This design comes from an exercise in tuning for small area, a short achievable clock period and few clock cycles per item on the open sky130 flow, not from production work. The RTL was checked by simulation tests, not by an equivalence proof against the original design.

## config.mk

```make
export PLATFORM = sky130hd
export DESIGN_NAME = sensor_frame_deframer_smoother
export DESIGN_NICKNAME = sensor_frame_deframer_smoother
export VERILOG_FILES = /design/flow/design.v
export SDC_FILE = /design/flow/constraint.sdc
export NUM_CORES = 4
export LEC_CHECK = 0
export CAP_MARGIN = 20
export CORE_MARGIN = 2
export CORE_UTILIZATION = 40
export PLACE_DENSITY = 0.6
export SLEW_MARGIN = 20
```

## constraint.sdc

```tcl
create_clock -name core_clock -period 11.0 [get_ports {clk}]
set_input_delay 2.2000 -clock core_clock [delete_from_list [all_inputs] [get_ports {clk}]]
set_output_delay 2.2000 -clock core_clock [all_outputs]
set_load 0.01 [all_outputs]
```

## design.v

```verilog
`default_nettype none
package sfd_pkg;
	localparam int HIST_LEN = 11;
	localparam logic [7:0] BYTE_START = 8'h41;
	localparam logic [7:0] BYTE_END   = 8'h40;
	localparam logic [16:0] FACTOR_RESET = 17'd19661;
	localparam logic [16:0] FACTOR_ONE   = 17'd65536;
	localparam logic [12:0] ANGLE_WHOLE = 13'd5761;
	localparam logic [5:0]  ANGLE_FRAC  = 6'd37;
	localparam logic [21:0] ANGLE_BIAS  = 22'd45;
	localparam logic [22:0] ANGLE_RECIP = 23'd5899681;
	localparam int          RECIP_SHIFT = 29;
	typedef struct packed {
		logic [15:0] count;
		logic [31:0] speed_bits;
		logic [31:0] angle_bits;
	} frame_t;
endpackage
`default_nettype wire
`default_nettype none
import sfd_pkg::*;
module sfd_front (
	input  wire logic      clk,
	input  wire logic      arst_n,
	input  wire logic      rx_valid,
	output logic           rx_ready,
	input  wire logic [7:0] rx_byte,
	output logic [79:0]    push_data,
	output logic           push_valid,
	input  wire logic      push_ready
);
	logic [7:0] hist_q [HIST_LEN];
	logic       match;
	assign rx_ready  = push_ready;
	assign match     = (rx_byte == BYTE_END) && (hist_q[HIST_LEN-1] == BYTE_START);
	assign push_valid = rx_valid && match;
	assign push_data = {hist_q[9], hist_q[8], hist_q[7], hist_q[6], hist_q[5], hist_q[4],
		hist_q[3], hist_q[2], hist_q[1], hist_q[0]};
	always_ff @(posedge clk or negedge arst_n) begin
		if (!arst_n) begin
			for (int i = 0; i < HIST_LEN; i++) begin
				hist_q[i] <= 8'h00;
			end
		end else if (rx_valid && rx_ready) begin
			for (int i = HIST_LEN - 1; i > 0; i--) begin
				hist_q[i] <= hist_q[i-1];
			end
			hist_q[0] <= rx_byte;
		end
	end
endmodule
`default_nettype wire
`default_nettype none
import sfd_pkg::*;
module sfd_queue (
	input  wire logic   clk,
	input  wire logic   arst_n,
	input  wire logic [79:0] push_data,
	input  wire logic   push_valid,
	output logic        push_ready,
	output logic [79:0]    pop_data,
	output logic        pop_valid,
	input  wire logic   pop_ready
);
	localparam int DEPTH = 2;
	localparam int PW    = $clog2(DEPTH);
	logic [79:0]     mem [DEPTH];
	logic [PW-1:0]   wr_ptr_q;
	logic [PW-1:0]   rd_ptr_q;
	logic [PW:0]     fill_q;
	logic            do_push;
	logic            do_pop;
	assign push_ready = (fill_q != (PW+1)'(DEPTH));
	assign pop_valid  = (fill_q != '0);
	assign pop_data   = mem[rd_ptr_q];
	assign do_push    = push_valid && push_ready;
	assign do_pop     = pop_valid && pop_ready;
	always_ff @(posedge clk) begin
		if (do_push) begin
			mem[wr_ptr_q] <= push_data;
		end
	end
	always_ff @(posedge clk or negedge arst_n) begin
		if (!arst_n) begin
			wr_ptr_q <= '0;
			rd_ptr_q <= '0;
			fill_q   <= '0;
		end else begin
			if (do_push) begin
				wr_ptr_q <= wr_ptr_q + PW'(1);
			end
			if (do_pop) begin
				rd_ptr_q <= rd_ptr_q + PW'(1);
			end
			if (do_push && !do_pop) begin
				fill_q <= fill_q + (PW+1)'(1);
			end else if (do_pop && !do_push) begin
				fill_q <= fill_q - (PW+1)'(1);
			end
		end
	end
endmodule
`default_nettype wire
`default_nettype none
import sfd_pkg::*;
module sfd_back (
	input  wire logic         clk,
	input  wire logic         arst_n,
	input  wire logic [16:0]  factor,
	input  wire logic [79:0]  pop_data,
	input  wire logic         pop_valid,
	output logic              pop_ready,
	output logic              res_valid,
	input  wire logic         res_ready,
	output logic [28:0]       res_encoder_angle_avg,
	output logic [31:0]       res_wind_speed_avg,
	output logic [31:0]       res_wind_angle_avg,
	output logic [15:0]       res_raw_count,
	output logic              res_float_saturated
);
	localparam logic [2:0] ST_IDLE  = 3'd0;
	localparam logic [2:0] ST_FRAC  = 3'd1;
	localparam logic [2:0] ST_SCALE = 3'd2;
	localparam logic [2:0] ST_MUL   = 3'd3;
	localparam logic [2:0] ST_ADD   = 3'd4;
	localparam logic [2:0] ST_OUT   = 3'd5;
	typedef struct packed {
		logic [31:0] value;
		logic        sat;
	} conv_t;
	function automatic conv_t to_q16(input logic [31:0] bits);
		logic        neg;
		logic [7:0]  ex;
		logic [23:0] sig;
		logic [32:0] mag;
		logic [7:0]  k;
		conv_t       r;
		begin
			neg = bits[31];
			ex  = bits[30:23];
			sig = {1'b1, bits[22:0]};
			r   = '0;
			mag = '0;
			k   = '0;
			if (ex == 8'hFF) begin
				r.sat = 1'b1;
				if (bits[22:0] != '0) begin
					r.value = 32'h0000_0000;
				end else begin
					r.value = neg ? 32'h8000_0000 : 32'h7FFF_FFFF;
				end
			end else begin
				if (ex == 8'h00) begin
					mag = '0;
				end else if (ex >= 8'd134) begin
					k = ex - 8'd134;
					if (k > 8'd8) begin
						mag = 33'h1_0000_0000;
					end else begin
						mag = {9'b0, sig} << k[3:0];
					end
				end else begin
					k = 8'd134 - ex;
					if (k >= 8'd24) begin
						mag = '0;
					end else begin
						mag = {9'b0, sig} >> k[4:0];
					end
				end
				if (neg) begin
					if (mag > 33'h0_8000_0000) begin
						r.sat   = 1'b1;
						r.value = 32'h8000_0000;
					end else begin
						r.value = (~mag[31:0]) + 32'd1;
					end
				end else begin
					if (mag > 33'h0_7FFF_FFFF) begin
						r.sat   = 1'b1;
						r.value = 32'h7FFF_FFFF;
					end else begin
						r.value = mag[31:0];
					end
				end
			end
			to_q16 = r;
		end
	endfunction
	logic [2:0]            state_q;
	logic [1:0]            lane_q;
	logic [21:0]           frac_q;
	logic [28:0]           enc_smp_q;
	logic [15:0]           count_q;
	logic [31:0]           spd_q;
	logic [31:0]           ang_q;
	logic                  sat_q;
	logic [31:0]           enc_state_q;
	logic [31:0]           spd_state_q;
	logic [31:0]           ang_state_q;
	logic signed [51:0]    prod_q;
	logic                  out_valid_q;
	logic [28:0]           out_enc_q;
	logic [31:0]           out_spd_q;
	logic [31:0]           out_ang_q;
	logic [15:0]           out_cnt_q;
	logic                  out_sat_q;
	conv_t                 spd_conv;
	conv_t                 ang_conv;
	logic [21:0]           frac_sum;
	logic [44:0]           recip_prod;
	logic [15:0]           frac_quot;
	logic [28:0]           enc_sample;
	logic [16:0]           fac_clamped;
	logic signed [33:0]    x_sel;
	logic signed [33:0]    s_sel;
	logic signed [33:0]    diff;
	logic [31:0]           s_new;
	logic                  out_load;
	assign spd_conv = to_q16(pop_data[63:32]);
	assign ang_conv = to_q16(pop_data[31:0]);
	assign frac_sum   = ({6'd0, count_q} * 22'(ANGLE_FRAC)) + ANGLE_BIAS;
	assign recip_prod = {23'd0, frac_q} * {22'd0, ANGLE_RECIP};
	assign frac_quot  = recip_prod[RECIP_SHIFT +: 16];
	assign enc_sample = ({13'd0, count_q} * {16'd0, ANGLE_WHOLE}) + {13'd0, frac_quot};
	assign fac_clamped = (factor > FACTOR_ONE) ? FACTOR_ONE : factor;
	always_comb begin
		case (lane_q)
			2'd0: begin
				x_sel = {5'b0, enc_smp_q};
				s_sel = {2'b0, enc_state_q};
			end
			2'd1: begin
				x_sel = {{2{spd_q[31]}}, spd_q};
				s_sel = {{2{spd_state_q[31]}}, spd_state_q};
			end
			default: begin
				x_sel = {{2{ang_q[31]}}, ang_q};
				s_sel = {{2{ang_state_q[31]}}, ang_state_q};
			end
		endcase
	end
	assign diff  = x_sel - s_sel;
	assign s_new = s_sel[31:0] + prod_q[47:16];
	assign pop_ready = (state_q == ST_IDLE);
	assign out_load  = (state_q == ST_OUT) && (!out_valid_q || res_ready);
	assign res_valid             = out_valid_q;
	assign res_encoder_angle_avg = out_enc_q;
	assign res_wind_speed_avg    = out_spd_q;
	assign res_wind_angle_avg    = out_ang_q;
	assign res_raw_count         = out_cnt_q;
	assign res_float_saturated   = out_sat_q;
	always_ff @(posedge clk) begin
		unique case (state_q)
			ST_IDLE: begin
				count_q <= pop_data[79:64];
				spd_q   <= spd_conv.value;
				ang_q   <= ang_conv.value;
				sat_q   <= spd_conv.sat | ang_conv.sat;
			end
			ST_FRAC: begin
				frac_q <= frac_sum;
			end
			ST_SCALE: begin
				enc_smp_q <= enc_sample;
			end
			ST_MUL: begin
				prod_q <= diff * $signed({1'b0, fac_clamped});
			end
			ST_ADD, ST_OUT: begin
			end
			default: begin
			end
		endcase
		if (out_load) begin
			out_enc_q <= enc_state_q[28:0];
			out_spd_q <= spd_state_q;
			out_ang_q <= ang_state_q;
			out_cnt_q <= count_q;
			out_sat_q <= sat_q;
		end
	end
	always_ff @(posedge clk or negedge arst_n) begin
		if (!arst_n) begin
			state_q     <= ST_IDLE;
			lane_q      <= '0;
			enc_state_q <= '0;
			spd_state_q <= '0;
			ang_state_q <= '0;
			out_valid_q <= 1'b0;
		end else begin
			if (out_load) begin
				out_valid_q <= 1'b1;
			end else if (out_valid_q && res_ready) begin
				out_valid_q <= 1'b0;
			end
			unique case (state_q)
				ST_IDLE: begin
					if (pop_valid) begin
						state_q <= ST_FRAC;
					end
				end
				ST_FRAC: begin
					state_q <= ST_SCALE;
				end
				ST_SCALE: begin
					lane_q  <= '0;
					state_q <= ST_MUL;
				end
				ST_MUL: begin
					state_q <= ST_ADD;
				end
				ST_ADD: begin
					case (lane_q)
						2'd0:    enc_state_q <= s_new;
						2'd1:    spd_state_q <= s_new;
						default: ang_state_q <= s_new;
					endcase
					if (lane_q == 2'd2) begin
						state_q <= ST_OUT;
					end else begin
						lane_q  <= lane_q + 2'd1;
						state_q <= ST_MUL;
					end
				end
				ST_OUT: begin
					if (out_load) begin
						state_q <= ST_IDLE;
					end
				end
				default: begin
					state_q <= ST_IDLE;
				end
			endcase
		end
	end
endmodule
`default_nettype wire
`default_nettype none
import sfd_pkg::*;
module sensor_frame_deframer_smoother (
	input  wire logic         clk,
	input  wire logic         arst_n,
	input  wire logic         rx_valid,
	output logic              rx_ready,
	input  wire logic [7:0]   rx_byte,
	output logic              result_valid,
	input  wire logic         result_ready,
	output logic [28:0]       encoder_angle_avg,
	output logic [31:0]       wind_speed_avg,
	output logic [31:0]       wind_angle_avg,
	output logic [15:0]       raw_count,
	output logic              float_saturated,
	input  wire logic         cfg_we,
	input  wire logic [16:0]  cfg_wdata
);
	logic [16:0] factor_q;
	logic [79:0] push_data;
	logic        push_valid;
	logic        push_ready;
	logic [79:0] pop_data;
	logic        pop_valid;
	logic        pop_ready;
	always_ff @(posedge clk or negedge arst_n) begin
		if (!arst_n) begin
			factor_q <= FACTOR_RESET;
		end else if (cfg_we) begin
			factor_q <= cfg_wdata;
		end
	end
	sfd_front u_front (
		.clk        (clk),
		.arst_n     (arst_n),
		.rx_valid   (rx_valid),
		.rx_ready   (rx_ready),
		.rx_byte    (rx_byte),
		.push_data  (push_data),
		.push_valid (push_valid),
		.push_ready (push_ready)
	);
	sfd_queue u_queue (
		.clk        (clk),
		.arst_n     (arst_n),
		.push_data  (push_data),
		.push_valid (push_valid),
		.push_ready (push_ready),
		.pop_data   (pop_data),
		.pop_valid  (pop_valid),
		.pop_ready  (pop_ready)
	);
	sfd_back u_back (
		.clk       (clk),
		.arst_n    (arst_n),
		.factor    (factor_q),
		.pop_data  (pop_data),
		.pop_valid (pop_valid),
		.pop_ready (pop_ready),
		.res_valid             (result_valid),
		.res_ready             (result_ready),
		.res_encoder_angle_avg (encoder_angle_avg),
		.res_wind_speed_avg    (wind_speed_avg),
		.res_wind_angle_avg    (wind_angle_avg),
		.res_raw_count         (raw_count),
		.res_float_saturated   (float_saturated)
	);
endmodule
`default_nettype wire
```

## run.sh

```bash
#!/bin/bash
# synth_recipe.tcl (not shown) runs the flow's synth.tcl, then flattens the netlist and writes it again
# the make line also repeats each setting of config.mk as NAME=value (left out here)
make -C /OpenROAD-flow-scripts/flow DESIGN_CONFIG=/design/flow/config.mk WORK_HOME=/design/flow/orfs CLKGATE_MAP_FILE= SYNTH_SCRIPT=/design/flow/synth_recipe.tcl finish
```

==> summary.md <==
| Metric | Value |
|---|---|
| Mapped Cells | about 6300 |
| Final period utilization | 0.942 |
| Top cells by area, synth | fa_1, edfxtp_1, ha_1 |
| CP Launch Type | register |
| R2r endpoint | u_back.prod_q[38] |
| Overall routing resource usage | 0.228 |
| Worst Hold Depth | 0 |
| Initial core utilization | 0.404 |
| Slowest-stage cell, CP | fa_1 |
| Worst Path Required | between 10 and 15 ns |
| Avg Synthesized Cell Area | between 10 and 15 µm² |
| CTS Buf Count | between 70 and 80 |
| Crit path depth | between 40 and 50 |
| Reg2Reg Depth | between 40 and 50 |
| Cell Area, Synth | 64000 µm² |
| Tmin final | just over 10 ns |
| Post-synth EDFFs | about 430 |
| Slew Viols, Final | 0 |
| #FFs+latches synth | ~650 |
| DRC errors left | 0 |
| Delay-heaviest family, CP | adder cells |
| Synth top area share | 0.210 |
| Setup slack, reg-to-reg | about 0.64 ns |
| Fmax achieved | 96.5 MHz |
| Min Hold Slack | 0.476 ns |
| Most instantiated cells after synthesis | inv_1, fa_1, nand2_1 |
| Worst Slack Setup Final | approximately 0.64 ns |
| RR Startpoint | u_back.lane_q[0] |
| Root Buffer | clkbuf_16 |
| Pre-CTS setup slack | -0.0534 ns |
| Longest Clk Path Bufs | 3 |
| Buffers & Inverters on Critical Path | 7 |
| Total die area | 163000 µm² |
| CP Launch Point | u_back.lane_q[0] |
| Max stage delay on crit path | 0.53 ns |
| Average wire per standard cell | ~22 µm |
| Largest area contributor in the netlist | fa_1 |
| Setup-failing EPs final | 0 |
| 1st-iter DRT viols | about 4000 |
| Boundary Pins | around 140 |
| DP Cell Count | 8354 |
| Prevailing post-synth register cell | edfxtp_1 |
| Area growth from synthesis to layout | 10.7% |
| CP endpoint kind | register |
| Diode count | 0 |
| IO buf count | 141 |
| Register area share after synthesis | 0.286 |
| CTS tree | yes |
| Util after Layout | 0.447 |
| Relative slew slack | 0.204 |
| Gpl congestion | approximately 0.93 |
| Status | no timing/DRC/antenna violations |
| DPL Wire Length | about 150000 µm |
| Initial antenna violation count | 2 |
| Total number of vias | 46600 |
| Row Count | ~150 |
| Hold Vio Cnt, Final | 0 |
| Clock Skew | ~0.049 ns |
| H-tree lvl count | 3 |
| DR vias/cell | between 5 and 6 |
| Slew of the pin with the lowest slew margin | around 1.2 ns |
| First-pass GRT wire length | approximately 290000 µm |
| Clock Latency Late Sink | roughly 0.7 ns |
| CP Max Fanout | 6 |
| Nets | roughly 7600 |
| Non-filler cells, final | 8495 |
| Crit path to | u_back.prod_q[38] |
| Post-synthesis async set-or-reset flop share | 0.327 |
| Max Cap Violations | 0 |
| Yosys warns | 5 |
| Leading cell type by number of instances after synthesis | inv_1 |
| Total global routing overflow | 0 |
| Core Footprint | roughly 160000 µm² |
| Drt pass-1 iters | 6 |
| Routed Antenna Nets | 0 |
| Clock transition at the registers of the reported paths | about 0.06 ns |
| Crit path kind | register to register |
| Synth unique cells | 105 |
| Vias in the first global route | around 47000 |
| Final wirelength | 185000 µm |
| Pin count of the biggest net entering global routing | 145 |
| Die height | around 400 µm |
| Syn nets | 7492 |
| HP Class | register to register |
| Num Clock Sinks | between 600 and 700 |
| Die width | 404 µm |
| CP arrival | roughly 11 ns |
| Layout cell share with drive strength beyond 1 | 0.0976 |
==> final cells by class <==
class | instances | area (µm²)
Timing Repair Buffer | 276 | 2490
Sequential cell | 645 | 18300
Multi-Input combinational cell | 4359 | 41000
Clock inverter | 47 | 598
Inverter | 1005 | 3770
Fill cell | 14900 | 87700
Tap cell | 2072 | 2590
Clock buffer | 91 | 2030
==> worst register-to-register path: cells and delay by family (launching register included) <==
kind / cells / cell delay [ns]
fa+ha+maj: 10 / 4.18
compound gates: 14 / 3.08
simple gates: 10 / 1.64
buf+inv: 7 / 0.61
flops: 1 / 0.42
xor+xnor: 1 / 0.26
==> kinds of logic after synthesis <==
group,synth area share
AOI/OAI and AO/OA,0.0988
muxes,0.0852
adders and majority gates,0.316
xor gates and xnor gates,0.0304
DFF,0.286
buffers and inverters,0.0757
and+or+nand+nor,0.108
==> per-stage QoR <==
step	cell area (µm²)	TNS, ns
floorplan	64000	0
global placement	68100	0
detailed placement	68100	-0.0862
CTS	70700	0
global route	70900	-0.00719
finish	70900	0
==> worst min path at each step <==
stage | from | end | slack, ns
final | u_back.spd_state_q[0] | u_back.out_spd_q[0] | 0.48
after global routing | u_back.spd_state_q[0] | u_back.out_spd_q[0] | 0.48
after CTS | u_back.spd_state_q[0] | u_back.out_spd_q[0] | 0.47
after detailed placement | u_back.spd_state_q[0] | u_back.out_spd_q[0] | 0.46
after global placement | u_back.ang_state_q[19] | u_back.out_ang_q[19] | 0.46
after floorplan | u_back.sat_q | u_back.out_sat_q | 0.40
==> routing by layer <==
metal	wire, µm	vias to the layer above	GRT usage
met5	20	-	0
met4	6980	2	0.0780
met3	11700	340	0.0317
met2	87300	1597	0.377
met1	78600	23400	0.308
li1	-	21300	-
==> timing repair <==
action                     4_1_cts  5_1_grt
hold buffers                     0        0
setup endpoints to repair        2       17
buffers inserted                 0        2
gates resized for setup          1       23
pin swaps                        0        6
==> registers in the layout (all words and copies together) (netlist names), 17 cells and up <==
name,flops
factor_q,17
u_back.ang_q,32
u_back.ang_state_q,32
u_back.enc_smp_q,29
u_back.enc_state_q,32
u_back.frac_q,22
u_back.out_ang_q,32
u_back.out_enc_q,29
u_back.out_spd_q,32
u_back.prod_q,32
u_back.spd_q,32
u_back.spd_state_q,32
u_front.hist_q,88
u_queue.mem,160
==> layout by cell type, fill, tap and decap left out, types with 27 or more instances in the layout <==
cell               n
or3_1             29
fa_1             671
o21ai_0          224
a22oi_1           38
clkbuf_16         78
inv_1            996
nor2b_1           28
nand3_1           67
a211oi_1          29
and3_1            40
o21a_1            38
nor2_1           480
edfxtp_1         434
xor2_1            67
o21bai_1          33
clkdlybuf4s50_1  140
nand2b_1          38
xnor2_1          147
a31oi_1           27
and2_1            45
buf_4            126
nor3_1            79
a22o_1            36
a21o_1            85
a21oi_1          192
dfrtp_1          202
o211ai_1          31
mux2i_1          178
mux2_2           189
nand4_1           30
mux4_2            61
ha_1             536
nand2_1          591
Testbench counts, summed over its fixed seeds: cycles 14,488, items 1,200.

## separate check: timing with driven ports
The results above use ideal ports. As a check the final layout listed here was re-extracted and re-timed, cells and wires unchanged. Step 1, drivers: a clkbuf_16 drives clk and a buf_2 each remaining input, both assumed. Step 2 adds t to the input delays and takes it off the output delays; t is the mean of the earliest and latest rising clock arrival at the registers after step 1. Input paths then give back, and output paths get back, about the clock's delay inside the block. Slacks: ideal ports / drivers / drivers and shift; pairs: ideal ports / drivers.
t (ns): 0.758
slack for setup (ns): 0.639 / 0.639 / 0.639
worst setup path at the end: register to register
After both steps this run still meets setup and hold. For this run, drivers alone change the setup slack by 0.000 ns; drivers and shift together by 0.000 ns.
